Background: an optimization exercise with open tools, aiming at small area. Do not read the settings as production practice.
Only simulation tests tie the RTL to the original design; equivalence was not proved.
The flow treats the clock pin as an ideal source, which a real chip does not have.

Setup of pine:
// reg_file_mp
module reg_file_mp
#(
  parameter int DATA_WIDTH   = 32,
  parameter int SIZE_REGFILE = 5,
  parameter int NUM_RD       = 2,
  parameter int NUM_WR       = 2,
  parameter int ZERO_REG     = 1
) (
  input  logic                           clk,
  input  logic                           rst,
  input  logic                           rg_clr,
  output logic                           rg_ready,
  input  logic [NUM_WR-1:0]              rg_wrt_en,
  input  logic [NUM_WR*SIZE_REGFILE-1:0] rg_wrt_dest,
  input  logic [NUM_WR*DATA_WIDTH-1:0]   rg_wrt_data,
  input  logic [NUM_RD-1:0]              rg_rd_en,
  input  logic [NUM_RD*SIZE_REGFILE-1:0] rg_rd_addr,
  output logic [NUM_RD*DATA_WIDTH-1:0]   rg_rd_data,
  output logic [NUM_RD-1:0]              rg_rd_valid
);
  localparam int DEPTH = 2 ** SIZE_REGFILE;
  localparam int W = DATA_WIDTH;
  logic ready;
  reg_file_clr_seq #(
    .SIZE_REGFILE (SIZE_REGFILE)
  ) u_clr_seq (
    .clk   (clk),
    .rst   (rst),
    .clr   (rg_clr),
    .ready (ready)
  );
  logic [W-1:0] d0, d1;
  logic [SIZE_REGFILE-1:0] a0, a1, r0, r1;
  assign d0 = rg_wrt_data[W-1:0];
  assign d1 = rg_wrt_data[2*W-1:W];
  assign a0 = rg_wrt_dest[SIZE_REGFILE-1:0];
  assign a1 = rg_wrt_dest[2*SIZE_REGFILE-1:SIZE_REGFILE];
  assign r0 = rg_rd_addr[SIZE_REGFILE-1:0];
  assign r1 = rg_rd_addr[2*SIZE_REGFILE-1:SIZE_REGFILE];
  logic we0, we1, re0, re1;
  assign we0 = ready & rg_wrt_en[0];
  assign we1 = ready & rg_wrt_en[1];
  assign re0 = ready & rg_rd_en[0];
  assign re1 = ready & rg_rd_en[1];
  logic [W-1:0] memn [1:DEPTH-1];
  logic [W-1:0] memn_nx [1:DEPTH-1];
  logic [DEPTH-1:1] s1, s0, nhd;
  logic [DEPTH-1:0] nq0, nq1;
  logic [3:0] lo_w0, lo_w1, lo_r0, lo_r1;
  ...
export LEC_CHECK = 0
export CAP_MARGIN = 20
export CELL_PAD_IN_SITES_DETAIL_PLACEMENT = 1
export CELL_PAD_IN_SITES_GLOBAL_PLACEMENT = 1
export CORE_MARGIN = 2
export CORE_UTILIZATION = 45
export SLEW_MARGIN = 20
export SYNTH_HIERARCHICAL = 1
create_clock -name core_clock -period 4.0 [get_ports {clk}]
standard.sh (not shown) runs the stock make flow with config.mk's settings and CLKGATE_MAP_FILE= SYNTH_SCRIPT=/design/flow/synth_recipe.tcl, a recipe that flattens the netlist after the stock synthesis.
==> flow/flow/run.sh <==
#!/bin/bash
# The standard layout (standard.sh, the standard flow's own ORFS flow) with these changes:
# ports buffered with buf_1 instead of the delay cell buffer_ports picks;
# a clock tree of clkbuf_8 leaf clusters without dummy loads; and global
# routing that leaves more of met1/met2 free for pin access (fastroute.tcl);
# and entry select lines driven by one size-2 gate each (size_selects.tcl).
# Synthesis runs first on its own, unchanged.
set -euo pipefail
here=$(pwd)
bash standard.sh synth > standard_synth.log 2>&1
bash standard.sh \
  "BUFFER_PORTS_ARGS=-buffer_cell sky130_fd_sc_hd__buf_1" \
  "CTS_ARGS=-sink_clustering_enable -repair_clock_nets -sink_clustering_size 16 -sink_clustering_max_diameter 70 -buf_list sky130_fd_sc_hd__clkbuf_8 -dont_use_dummy_load" \
  "FASTROUTE_TCL=$here/flow/fastroute.tcl" \
  "PRE_CTS_TCL=$here/flow/size_selects.tcl" \
  finish > standard_make.log 2>&1
Other scripts of this flow, unchanged in this note and not shown: flow/flow/fastroute.tcl, flow/flow/size_selects.tcl
The final layout from pine, which completed every stage, passed the timing, design-rule and antenna checks at the end of the flow.
### pine -> birch
# pine
export LEC_CHECK = 0
export CAP_MARGIN = 20
export CELL_PAD_IN_SITES_DETAIL_PLACEMENT = 1
export CELL_PAD_IN_SITES_GLOBAL_PLACEMENT = 1
export CORE_MARGIN = 2
export CORE_UTILIZATION = 45
export SLEW_MARGIN = 20
export SYNTH_HIERARCHICAL = 1
create_clock -name core_clock -period 4.0 [get_ports {clk}]
# birch
export LEC_CHECK = 0
export CAP_MARGIN = 20
export CELL_PAD_IN_SITES_DETAIL_PLACEMENT = 2
export CELL_PAD_IN_SITES_GLOBAL_PLACEMENT = 2
export CORE_MARGIN = 2
export CORE_UTILIZATION = 40
export PLACE_DENSITY = 0.55
export SLEW_MARGIN = 20
export SYNTH_HIERARCHICAL = 1
create_clock -name core_clock -period 4.0 [get_ports {clk}]
==> run summary <==
Final cell count without fillers ended up 3.9% higher on birch than on pine.
Going from pine to birch, layout clock buffer count +4; final setup slack of the worst path shows a reduction of 0.17 ns.
A highest-delay cell along the critical path of sky130_fd_sc_hd__nand2_2 is what pine shows, while sky130_fd_sc_hd__nor2_1 belongs to birch.

## re-timing with driven ports
The results above use ideal ports. As a check the final layouts listed here were re-extracted and re-timed, cells and wires unchanged. Step 1 (the two cells are an assumption about what drives the block):
set clk [get_ports {clk}]
set_driving_cell -lib_cell sky130_fd_sc_hd__clkbuf_16 $clk
set_driving_cell -lib_cell sky130_fd_sc_hd__buf_2 [delete_from_list [all_inputs] $clk]
Step 2 times the ports against the registers' clock, not the clock port: input delays grow and output delays shrink by t, the midpoint of the rising clock arrivals with the driver on. Slacks: no drivers / after step 1 / after step 2; pairs: no drivers / after step 1.
run | t, ns | slack for setup (ns) | worst setup path at the end | worst register clock-pin slew, ns | cell pins on the clock port's net
pine | 0.871 | 0.359 / 0.359 / -0.147 | input to register | 0.11 / 0.11 | 1
birch | 0.927 | 0.193 / 0.193 / 0.009 | input to register | 0.12 / 0.12 | 1
Met with ideal ports but missed after step 2: setup timing in pine. The setup slack of pine, which loses most, moves by 0.000 ns with the drivers and by -0.506 ns with both steps.
